This is an optimization exercise on Yosys and OpenROAD, whose aim is small area, not a production implementation. No functional check of the RTL was part of any run shown here.

==> flow/design.v (outline; a module is shown in full before it is edited, if it fits) <==
// module dot_product_top: 2550 lines
// module dp_fa: 10 lines
module dot_product_top (
    input  logic        clk,
    input  logic        reset,
    input  logic        up_valid,
    input  logic        up_last,
    input  logic [63:0] up_data,
    input  logic [63:0] up_weight,
    output logic        dn_valid,
    output logic [15:0] dn_data
);
  // ...
==> flow/run.sh <==
#!/bin/bash
# synth_recipe.tcl (not shown) runs the flow's synth.tcl, then flattens the netlist and writes it again
# the make line also repeats each setting of config.mk as NAME=value (left out here)
make -C /OpenROAD-flow-scripts/flow DESIGN_CONFIG=/design/flow/config.mk WORK_HOME=/design/flow/orfs CLKGATE_MAP_FILE= SYNTH_SCRIPT=/design/flow/synth_recipe.tcl finish
==> flow/config.mk <==
export PLATFORM = sky130hd
export DESIGN_NAME = dot_product_top
export DESIGN_NICKNAME = dot_product_top
export VERILOG_FILES = /design/flow/design.v
export SDC_FILE = /design/flow/constraint.sdc
export NUM_CORES = 4
export LEC_CHECK = 0
export ABC_AREA = 1
export CAP_MARGIN = 20
export CORE_MARGIN = 2
export CORE_UTILIZATION = 40
export SLEW_MARGIN = 20
export SYNTH_HIERARCHICAL = 1
export SYNTH_MINIMUM_KEEP_SIZE = 0
==> flow/constraint.sdc <==
create_clock -name core_clock -period 6.0 [get_ports {clk}]
set_input_delay 1.2000 -clock core_clock [delete_from_list [all_inputs] [get_ports {clk}]]
set_output_delay 1.2000 -clock core_clock [all_outputs]
set_load 0.01 [all_outputs]
==> results by group, run 1 <==
Cells and area
  • Multi-input logic area: 0.01893 mm2
  • CLK BUF: 12
  • Clock network share of area: 0.009959
  • Fin area: approximately 0.027 mm2
  • Bufs w/o clock: approximately 640

Detailed routing
  • Via count: 18920

Clock tree
  • Post-CTS Setup Inserts: 36
  • CTS buffer count: 9
  • CTS resizes: around 330

Outcome
  • Status: complete, but fails checks
  • Failed Checks: negative setup slack

Timing
  • Final Hold Viols: 0
  • Final setup margin: -0.7412 ns
  • Final setup vio count: 4
  • Min cycle time layout: 6.741 ns

GRT
  • GR Overflow Total: 0
  • Grt met3 use: 0.04577
  • GR Util met2: 0.5352

Hold path
  • HP Start: l1
  • Worst Hold Class: reg -> reg
  • Min-Delay Endpoint: dn_valid

Worst setup path
  • Crit end category: register

Floorplanning
  • N_taps: 680

Yosys
  • Proportion of synthesized area in mux cells: 0
  • FF+latch count, synth: a little under 60
  • Ys Warns: 7
  • Leading area contributor after synthesis: fa_1
==> inputs of run 2 (changes only) <==
--- a/flow/design.v
+++ b/flow/design.v
@@ -1319,51 +1319,50 @@
     wire s1324;
     wire c1325;
     wire s1326;
     wire c1327;
     wire s1328;
     wire c1329;
     wire s1330;
     wire c1331;
-    wire x1332;
-    wire x1333;
-    wire x1334;
-    wire x1335;
-    wire x1336;
-    wire x1337;
-    wire x1338;
-    wire x1339;
-    wire x1340;
-    wire x1341;
-    wire x1342;
-    wire x1343;
-    wire x1344;
-    wire x1345;
-    wire x1346;
-    wire x1347;
-    wire x1348;
-    wire x1349;
-    wire x1350;
-    wire x1351;
-    wire x1352;
-    wire x1353;
-    wire x1354;
-    wire x1355;
-    wire x1356;
-    wire x1357;
-    wire x1358;
-    wire x1359;
-    wire x1360;
-    wire x1361;
-    wire x1362;
-    wire x1363;
-    wire x1364;
-    wire x1365;
-    wire x1366;
+    wire s1332;
+    wire c1333;
+    wire s1334;
+    wire c1335;
+    wire s1336;
+    wire c1337;
+    wire s1338;
+    wire c1339;
+    wire s1340;
+    wire c1341;
+    wire s1342;
+    wire c1343;
+    wire s1344;
+    wire c1345;
+    wire s1346;
+    wire c1347;
+    wire s1348;
+    wire c1349;
+    wire s1350;
+    wire c1351;
+    wire s1352;
+    wire c1353;
+    wire s1354;
+    wire c1355;
+    wire s1356;
+    wire c1357;
+    wire s1358;
+    wire c1359;
+    wire s1360;
+    wire c1361;
+    wire s1362;
+    wire c1363;
+    wire s1364;
+    wire c1365;
     assign one0 = up_weight[0];
     assign two1 = up_weight[1] & ~up_weight[0];
     assign p2 = (one0 & up_data[0]) ^ up_weight[1];
     assign p3 = ((one0 & up_data[1]) | (two1 & up_data[0])) ^ up_weight[1];
     assign p4 = ((one0 & up_data[2]) | (two1 & up_data[1])) ^ up_weight[1];
     assign p5 = ((one0 & up_data[3]) | (two1 & up_data[2])) ^ up_weight[1];
     assign p6 = ((one0 & up_data[4]) | (two1 & up_data[3])) ^ up_weight[1];
     assign p7 = ((one0 & up_data[5]) | (two1 & up_data[4])) ^ up_weight[1];
@@ -2300,51 +2299,33 @@
     dp_fa u_s1316 (.a(c1267), .b(c1269), .c(c1271), .s(s1316), .co(c1317));
     dp_fa u_s1318 (.a(c1273), .b(c1275), .c(s1306), .s(s1318), .co(c1319));
     dp_fa u_s1320 (.a(s1308), .b(s1310), .c(s1312), .s(s1320), .co(c1321));
     dp_fa u_s1322 (.a(s1314), .b(c1277), .c(c1279), .s(s1322), .co(c1323));
     dp_fa u_s1324 (.a(c1281), .b(s1316), .c(s1318), .s(s1324), .co(c1325));
     dp_fa u_s1326 (.a(s1320), .b(c1283), .c(c1285), .s(s1326), .co(c1327));
     dp_fa u_s1328 (.a(s1322), .b(s1324), .c(c1287), .s(s1328), .co(c1329));
     dp_fa u_s1330 (.a(c1289), .b(s1326), .c(s1328), .s(s1330), .co(c1331));
-    assign x1332 = ~p109;
-    assign x1333 = p123 ^ p135;
-    assign x1334 = p229 ^ p245;
-    assign x1335 = p259 ^ p271;
-    assign x1336 = p365 ^ p381;
-    assign x1337 = p395 ^ p407;
-    assign x1338 = p501 ^ p517;
-    assign x1339 = p531 ^ p543;
-    assign x1340 = p93 ^ x1332;
-    assign x1341 = x1333 ^ x1334;
-    assign x1342 = x1335 ^ x1336;
-    assign x1343 = x1337 ^ x1338;
-    assign x1344 = x1339 ^ c1295;
-    assign x1345 = c1297 ^ c1299;
-    assign x1346 = c1301 ^ c1303;
-    assign x1347 = c1305 ^ x1340;
-    assign x1348 = x1341 ^ x1342;
-    assign x1349 = x1343 ^ x1344;
-    assign x1350 = x1345 ^ x1346;
-    assign x1351 = x1347 ^ x1348;
-    assign x1352 = c1307 ^ c1309;
-    assign x1353 = c1311 ^ c1313;
-    assign x1354 = c1315 ^ x1349;
-    assign x1355 = x1350 ^ x1351;
-    assign x1356 = x1352 ^ x1353;
-    assign x1357 = x1354 ^ x1355;
-    assign x1358 = c1317 ^ c1319;
-    assign x1359 = c1321 ^ x1356;
-    assign x1360 = x1357 ^ x1358;
-    assign x1361 = x1359 ^ c1323;
-    assign x1362 = c1325 ^ x1360;
-    assign x1363 = x1361 ^ x1362;
-    assign x1364 = c1327 ^ x1363;
-    assign x1365 = c1329 ^ x1364;
-    assign x1366 = x1365 ^ c1331;
+    dp_fa u_s1332 (.a(1'b1), .b(p109), .c(p123), .s(s1332), .co(c1333));
+    dp_fa u_s1334 (.a(p135), .b(p229), .c(p245), .s(s1334), .co(c1335));
+    dp_fa u_s1336 (.a(p259), .b(p271), .c(p365), .s(s1336), .co(c1337));
+    dp_fa u_s1338 (.a(p381), .b(p395), .c(p407), .s(s1338), .co(c1339));
+    dp_fa u_s1340 (.a(p501), .b(p517), .c(p531), .s(s1340), .co(c1341));
+    dp_fa u_s1342 (.a(p543), .b(p93), .c(c1295), .s(s1342), .co(c1343));
+    dp_fa u_s1344 (.a(c1297), .b(c1299), .c(c1301), .s(s1344), .co(c1345));
+    dp_fa u_s1346 (.a(c1303), .b(c1305), .c(s1332), .s(s1346), .co(c1347));
+    dp_fa u_s1348 (.a(s1334), .b(s1336), .c(s1338), .s(s1348), .co(c1349));
+    dp_fa u_s1350 (.a(s1340), .b(c1307), .c(c1309), .s(s1350), .co(c1351));
+    dp_fa u_s1352 (.a(c1311), .b(c1313), .c(c1315), .s(s1352), .co(c1353));
+    dp_fa u_s1354 (.a(s1342), .b(s1344), .c(s1346), .s(s1354), .co(c1355));
+    dp_fa u_s1356 (.a(s1348), .b(c1317), .c(c1319), .s(s1356), .co(c1357));
+    dp_fa u_s1358 (.a(s1350), .b(c1321), .c(s1352), .s(s1358), .co(c1359));
+    dp_fa u_s1360 (.a(s1354), .b(c1323), .c(c1325), .s(s1360), .co(c1361));
+    dp_fa u_s1362 (.a(s1356), .b(s1358), .c(c1327), .s(s1362), .co(c1363));
+    dp_fa u_s1364 (.a(s1360), .b(c1329), .c(s1362), .s(s1364), .co(c1365));
     logic v1, l1;
     logic r0_0;
     logic r0_1;
     logic r1_0;
     logic r1_1;
     logic r1_2;
     logic r2_0;
     logic r2_1;
@@ -2375,16 +2356,17 @@
     logic r12_0;
     logic r12_1;
     logic r13_0;
     logic r13_1;
     logic r14_0;
     logic r14_1;
     logic r14_2;
     logic r15_0;
+    logic r15_1;
     always_ff @(posedge clk) begin
         if (reset) begin
             v1 <= 1'b0;
         end else begin
             v1 <= up_valid;
         end
         l1 <= up_last;
         r0_0 <= s638;
@@ -2420,17 +2402,18 @@
         r11_3 <= c1157;
         r12_0 <= c1205;
         r12_1 <= s1250;
         r13_0 <= c1251;
         r13_1 <= s1292;
         r14_0 <= c1291;
         r14_1 <= s1330;
         r14_2 <= c1293;
-        r15_0 <= x1366;
+        r15_0 <= c1331;
+        r15_1 <= s1364;
     end
     logic        first;
     logic [15:0] total;
     logic [15:0] base;
     logic [15:0] bsum_x, bsum_y;
     assign base = first ? 16'h0 : total;
     wire bs0;
     wire bc1;
@@ -2491,56 +2474,56 @@
     wire bs56;
     wire bc57;
     wire bs58;
     wire bc59;
     wire bs60;
     wire bc61;
     wire bs62;
     wire bc63;
-    wire bx64;
-    wire bx65;
-    wire bx66;
+    wire bs64;
+    wire bc65;
+    wire bs66;
+    wire bc67;
     dp_fa u_bs0 (.a(r0_0), .b(r0_1), .c(base[0]), .s(bs0), .co(bc1));
     dp_fa u_bs2 (.a(r1_0), .b(r1_1), .c(r1_2), .s(bs2), .co(bc3));
-    dp_fa u_bs4 (.a(base[1]), .b(bc1), .c(bs2), .s(bs4), .co(bc5));
+    dp_fa u_bs4 (.a(base[1]), .b(bs2), .c(bc1), .s(bs4), .co(bc5));
     dp_fa u_bs6 (.a(r2_0), .b(r2_1), .c(r2_2), .s(bs6), .co(bc7));
-    dp_fa u_bs8 (.a(base[2]), .b(bc3), .c(bc5), .s(bs8), .co(bc9));
+    dp_fa u_bs8 (.a(base[2]), .b(bc3), .c(bs6), .s(bs8), .co(bc9));
     dp_fa u_bs10 (.a(r3_0), .b(r3_1), .c(base[3]), .s(bs10), .co(bc11));
-    dp_fa u_bs12 (.a(bc7), .b(bc9), .c(bs10), .s(bs12), .co(bc13));
+    dp_fa u_bs12 (.a(bc7), .b(bs10), .c(bc9), .s(bs12), .co(bc13));
     dp_fa u_bs14 (.a(r4_0), .b(r4_1), .c(base[4]), .s(bs14), .co(bc15));
-    dp_fa u_bs16 (.a(bc11), .b(bc13), .c(bs14), .s(bs16), .co(bc17));
+    dp_fa u_bs16 (.a(bc11), .b(bs14), .c(bc13), .s(bs16), .co(bc17));
     dp_fa u_bs18 (.a(r5_0), .b(r5_1), .c(base[5]), .s(bs18), .co(bc19));
-    dp_fa u_bs20 (.a(bc15), .b(bc17), .c(bs18), .s(bs20), .co(bc21));
+    dp_fa u_bs20 (.a(bc15), .b(bs18), .c(bc17), .s(bs20), .co(bc21));
     dp_fa u_bs22 (.a(r6_0), .b(r6_1), .c(base[6]), .s(bs22), .co(bc23));
-    dp_fa u_bs24 (.a(bc19), .b(bc21), .c(bs22), .s(bs24), .co(bc25));
+    dp_fa u_bs24 (.a(bc19), .b(bs22), .c(bc21), .s(bs24), .co(bc25));
     dp_fa u_bs26 (.a(r7_0), .b(r7_1), .c(base[7]), .s(bs26), .co(bc27));
-    dp_fa u_bs28 (.a(bc23), .b(bc25), .c(bs26), .s(bs28), .co(bc29));
+    dp_fa u_bs28 (.a(bc23), .b(bs26), .c(bc25), .s(bs28), .co(bc29));
     dp_fa u_bs30 (.a(r8_0), .b(r8_1), .c(r8_2), .s(bs30), .co(bc31));
-    dp_fa u_bs32 (.a(r8_3), .b(base[8]), .c(bc27), .s(bs32), .co(bc33));
-    dp_fa u_bs34 (.a(bc29), .b(bs30), .c(bs32), .s(bs34), .co(bc35));
+    dp_fa u_bs32 (.a(r8_3), .b(base[8]), .c(bs30), .s(bs32), .co(bc33));
+    dp_fa u_bs34 (.a(bc27), .b(bs32), .c(bc29), .s(bs34), .co(bc35));
     dp_fa u_bs36 (.a(r9_0), .b(r9_1), .c(r9_2), .s(bs36), .co(bc37));
-    dp_fa u_bs38 (.a(base[9]), .b(bc31), .c(bc33), .s(bs38), .co(bc39));
-    dp_fa u_bs40 (.a(bc35), .b(bs36), .c(bs38), .s(bs40), .co(bc41));
+    dp_fa u_bs38 (.a(base[9]), .b(bc31), .c(bs36), .s(bs38), .co(bc39));
+    dp_fa u_bs40 (.a(bc33), .b(bs38), .c(bc35), .s(bs40), .co(bc41));
     dp_fa u_bs42 (.a(r10_0), .b(r10_1), .c(base[10]), .s(bs42), .co(bc43));
-    dp_fa u_bs44 (.a(bc37), .b(bc39), .c(bc41), .s(bs44), .co(bc45));
+    dp_fa u_bs44 (.a(bc37), .b(bs42), .c(bc39), .s(bs44), .co(bc45));
     dp_fa u_bs46 (.a(r11_0), .b(r11_1), .c(r11_2), .s(bs46), .co(bc47));
-    dp_fa u_bs48 (.a(r11_3), .b(base[11]), .c(bc43), .s(bs48), .co(bc49));
-    dp_fa u_bs50 (.a(bc45), .b(bs46), .c(bs48), .s(bs50), .co(bc51));
+    dp_fa u_bs48 (.a(r11_3), .b(base[11]), .c(bs46), .s(bs48), .co(bc49));
+    dp_fa u_bs50 (.a(bc43), .b(bs48), .c(bc45), .s(bs50), .co(bc51));
     dp_fa u_bs52 (.a(r12_0), .b(r12_1), .c(base[12]), .s(bs52), .co(bc53));
-    dp_fa u_bs54 (.a(bc47), .b(bc49), .c(bc51), .s(bs54), .co(bc55));
+    dp_fa u_bs54 (.a(bc47), .b(bs52), .c(bc49), .s(bs54), .co(bc55));
     dp_fa u_bs56 (.a(r13_0), .b(r13_1), .c(base[13]), .s(bs56), .co(bc57));
-    dp_fa u_bs58 (.a(bc53), .b(bc55), .c(bs56), .s(bs58), .co(bc59));
+    dp_fa u_bs58 (.a(bc53), .b(bs56), .c(bc55), .s(bs58), .co(bc59));
     dp_fa u_bs60 (.a(r14_0), .b(r14_1), .c(r14_2), .s(bs60), .co(bc61));
-    dp_fa u_bs62 (.a(base[14]), .b(bc57), .c(bc59), .s(bs62), .co(bc63));
-    assign bx64 = r15_0 ^ base[15];
-    assign bx65 = bc61 ^ bc63;
-    assign bx66 = bx64 ^ bx65;
-    assign bsum_x = {bx66, bs60, bs58, bs52, bs50, bs42, bs40, bs34, bs28, bs24, bs20, bs16, bs12, bs6, bs4, bs0};
-    assign bsum_y = {1'b0, bs62, 1'b0, bs54, 1'b0, bs44, 1'b0, 1'b0, 1'b0, 1'b0, 1'b0, 1'b0, 1'b0, bs8, 1'b0, 1'b0};
+    dp_fa u_bs62 (.a(base[14]), .b(bs60), .c(bc57), .s(bs62), .co(bc63));
+    dp_fa u_bs64 (.a(r15_0), .b(r15_1), .c(base[15]), .s(bs64), .co(bc65));
+    dp_fa u_bs66 (.a(bc61), .b(bs64), .c(bc63), .s(bs66), .co(bc67));
+    assign bsum_x = {bs66, bs62, bs58, bs54, bs50, bs44, bs40, bs34, bs28, bs24, bs20, bs16, bs12, bs8, bs4, bs0};
+    assign bsum_y = {1'b0, bc59, 1'b0, bc51, 1'b0, bc41, 1'b0, 1'b0, 1'b0, 1'b0, 1'b0, 1'b0, 1'b0, bc5, 1'b0, 1'b0};
     always_ff @(posedge clk) begin
         if (reset) begin
             first    <= 1'b1;
             dn_valid <= 1'b0;
         end else begin
             if (v1) first <= l1;
             dn_valid <= v1 && l1;
         end
==> flow/flow/run.sh (new file) <==
#!/bin/bash
# The standard layout with three changes: the port buffers are the smallest
# plain buffer, the buffers that synthesis inserted are removed at floorplan
# (the placer's repair inserts what timing and slew need), and non-critical
# gates are downsized after global routing.
set -euo pipefail
export BUFFER_PORTS_ARGS="-buffer_cell sky130_fd_sc_hd__buf_1"
export REMOVE_ABC_BUFFERS=1
export RECOVER_POWER=100
bash standard.sh > standard.log 2>&1
==> flow/standard.sh (new file) <==
#!/bin/bash
# synth_recipe.tcl (not shown) runs the flow's synth.tcl, then flattens the netlist and writes it again
# the make line also repeats each setting of config.mk as NAME=value (left out here)
make -C /OpenROAD-flow-scripts/flow DESIGN_CONFIG=/design/flow/config.mk WORK_HOME=/design/flow/orfs CLKGATE_MAP_FILE= SYNTH_SCRIPT=/design/flow/synth_recipe.tcl "${@:-finish}"
--- a/flow/config.mk
+++ b/flow/config.mk
@@ -4,11 +4,12 @@
 export VERILOG_FILES = /design/flow/design.v
 export SDC_FILE = /design/flow/constraint.sdc
 export NUM_CORES = 4
 export LEC_CHECK = 0
 export ABC_AREA = 1
 export CAP_MARGIN = 20
 export CORE_MARGIN = 2
 export CORE_UTILIZATION = 40
+export GPL_TIMING_DRIVEN = 0
 export SLEW_MARGIN = 20
 export SYNTH_HIERARCHICAL = 1
 export SYNTH_MINIMUM_KEEP_SIZE = 0
removed: flow/run.sh
==> results by group, run 2 <==
Yosys
  • Share of the synthesized area in the top cell type: 0.4062
  • Synth cell count leaders: xor2_1, fa_1, o22ai_1, nand2_1, o22ai_2
  • Post-synthesis cell count: between 2000 and 2500
  • Avg Cell Area, Syn: 10.20 um2
  • Synth top area cells: fa_1, xor2_1, o22ai_1, o22ai_2, dfxtp_1
  • Post-synth EDFFs: 16
  • FFs w/ async S/R, synth: 0
  • Ys flop type: dfxtp_1
  • Sequential fraction of the synthesis area: 0.06321
  • Leading area contributor after synthesis: fa_1
  • Top-count cell post-synth: xor2_1
  • Unique masters post-synth: 35
  • Post-Syn Area: 0.02154 mm2
  • FF+latch count, synth: 60 (+1.7%)
  • Ys Warns: 7 (unchanged)

GRT
  • Global-route wire length before repair: about 110 mm
  • Gr busiest metal: met2
  • GR Util met2: 0.4335 (-0.1017)
  • Global Route met1 Usage: 0.3410
  • Largest net degree at the start of global routing: 24
  • Vias in the first global route: 16860
  • Grt met3 use: 0.03487 (-0.01089)
  • GRT Total Usage: 0.2641
  • GR Overflow Total: 0 (unchanged)
  • Initial antenna violation count: 1

Clock tree
  • Longest Clk Path Bufs: 2
  • Clk pin slew, worst setup/hold paths: ~0.060 ns
  • Worst-Skew Late Latency: approximately 0.34 ns
  • Clock Sinks: 60
  • CTS buffer count: 9 (unchanged)
  • Root buf cell: clkbuf_16
  • CTS H-tree depth: 3
  • CTS tree: built

Outcome
  • Status: timing/DRC/antenna clean

Cells and area
  • Util after Layout: 0.4218
  • Layout overhead on the synthesized area: 4.782%
  • Filler cells: 5209
  • Diodes inserted: 0
  • Top reg by flops: total
  • Commonest non-fill, non-tap cell in the layout: xor2_1
  • Layout net count: 2718
  • Fin area: 0.02257 mm2 (-18%)
  • Max reg flops: 16
  • Layout cells sized above 1: 0.1223
  • Commonest cells after routing, fill and taps aside: xor2_1, fa_1, o22ai_1

Floorplanning
  • Die height: 236.0 um
  • Die extent in x: 236.0 um
  • Die footprint: approximately 0.056 mm2
  • # rows: 85
  • Io pins: about 150
  • Core Area: roughly 0.053 mm2
  • Initial cell density of the core: 0.4026

Placement
  • Placed Area: between 0.02 and 0.025 mm2
  • Final HPWL DP: slightly below 60 mm
  • Number of I/O port buffers: approximately 150
  • Placer congestion estimate: 0.9928

Hold path
  • Worst Hold Class: reg -> reg

Timing
  • Fin Hold WS: 0.4352 ns
  • Final Hold Viols: 0 (unchanged)
  • Tcrit/Tclk final: 0.9835
  • Max_slew headroom: 0.3941
  • Setup_tns: 0 ns
  • RSZ-0062 raised after global routing: no
  • Slew Limit Fails: 0
  • Min cycle time layout: 5.901 ns (-0.8403 ns)
  • Final setup vio count: 0 (-4)
  • Fmax: 169.5 MHz
  • Clock skew: 0.01177 ns
  • Slew of the pin with the lowest slew margin: roughly 0.91 ns

Worst setup path
  • CP max FO: 23
  • WP data required: approximately 6.2 ns
  • Crit end category: register
  • Worst Path Class, Setup: in -> reg
  • Worst Setup Start Kind: input pin
  • Worst path max stage delay: about 0.54 ns
  • Critical Path AT: approximately 6.1 ns
  • CP dominant cell by count: fa_1
  • CP Cell Sequence: buf_4 > or2_1 > nand2_1 > nand2_2 > o22ai_1 > xor2_1 > fa_1 > fa_1 > fa_1 > fa_1 > fa_1 > fa_1 > fa_1
  • Crit-path slowest cell: fa_1

Detailed routing
  • DRT antenna net count: 0
  • Via count: 16440 (-13%)
  • TritonRoute pass-1 iters: 5
  • DRT iter0 DRCs: approximately 1400
  • Post-Route WL: between 70 and 80 mm
  • Vias per cell: 5.862
  • Wire per inst: roughly 26 um
  • Drc violations: 0

Run
  • Max Cap Viol: 0
[run 2: stage by stage]
stage          worst slack (ns)  instances
2_1_floorplan            0.3534       1940
3_3_place_gp             -1.196       2784
3_5_place_dp             -1.016       2785
4_1_cts                0.001858       2801
5_1_grt               0.0006231       2805
6_report                0.09904       2805
[run 2: kinds of logic (layout without fill, tap and decap cells)]
kind of cell / Yosys count / after routing / synth area share
simple gates: 308 / 308 / 0.06106
other cells: 1 / 4 / 0.0001741
xor+xnor: 455 / 455 / 0.1850
flops: 60 / 60 / 0.06321
buf+inv: 306 / 301 / 0.07303
fa+ha+maj: 482 / 482 / 0.4324
compound gates: 499 / 499 / 0.1851
[run 2: worst max-delay path: cells and delay by family]
family                     cells  cell delay, ns
adders and majority gates      7            3.33
buffers and inverters          1            0.23
AOI/OAI and AO/OA              1            0.27
xor gates and xnor gates       1            0.34
and+or+nand+nor                3            0.67
[run 2: modules after synthesis (local to each module, per instance)]
module | copies in the design | flip-flops and latches | cell area (um2)
dp_fa | 437 | 0 | 20.02
dot_product_top | 1 | 60 | 12790
[run 2: area by class of cell]
type | count | area (um2) | area share
multi-input cells | 1748 | 18840 | 0.8349
flip-flops and latches | 60 | 1361 | 0.06033
well taps | 696 | 870.8 | 0.03859
repair buffers | 153 | 715.7 | 0.03172
inverters | 132 | 499.2 | 0.02212
clock buffers | 11 | 242.7 | 0.01076
clock inverters | 5 | 36.28 | 0.001608
[run 2: metal layers]
metal,vias up,share of wire,wire length (um)
met5,-,0,0
met4,0,0.067,4969
met3,146,0.064,4761
met2,753,0.47,34960
met1,8495,0.40,29360
li1,7049,-,-
[run 2: path summary, 6_finish.rpt]
kind                      start  depth (start not counted)        end  slack, ns
hold reg to reg              l1                          2   dn_valid       0.44
hold / removal               l1                          2   dn_valid       0.44
setup reg to reg          first                         17  total[13]       0.69
setup / recovery  up_weight[37]                         13      r12_1        0.1
[run 2: timing repair]
action	in CTS	in global routing
gates resized for setup	48	52
gates cloned	0	0
setup buffers	0	4
hold buffers	0	0
setup endpoints to repair	35	15

afterwards: timing with drivers on the ports:
No port has a modelled driver above. Below, the same layouts with a new extraction and two added sets of constraints. Step 1 (the two cells are an assumption about what drives the block):
set clk [get_ports {clk}]
set_driving_cell -lib_cell sky130_fd_sc_hd__clkbuf_16 $clk
set_driving_cell -lib_cell sky130_fd_sc_hd__buf_2 [delete_from_list [all_inputs] $clk]
Step 2 moves the port delays by t, midway between the first and last clock arrival at a register: inputs arrive t later, outputs are due t later. That takes back most of the time a late clock gives input paths. Slacks: ideal ports / drivers / drivers and shift; pairs: ideal ports / drivers.
| run | t (ns) | slack for setup (ns) | hold slack, ns | pins driven straight from the clock port |
|---|---|---|---|---|
| run 1 | 0.366 | -0.741 / -0.741 / -0.741 | 0.433 / 0.433 / 0.433 | 1 |
| run 2 | 0.367 | 0.099 / 0.110 / -0.257 | 0.435 / 0.435 / 0.435 | 1 |
Met with ideal ports but missed after step 2: setup timing in run 2. The setup slack of run 2, which loses most, moves by +0.011 ns with the drivers and by -0.356 ns with both steps.
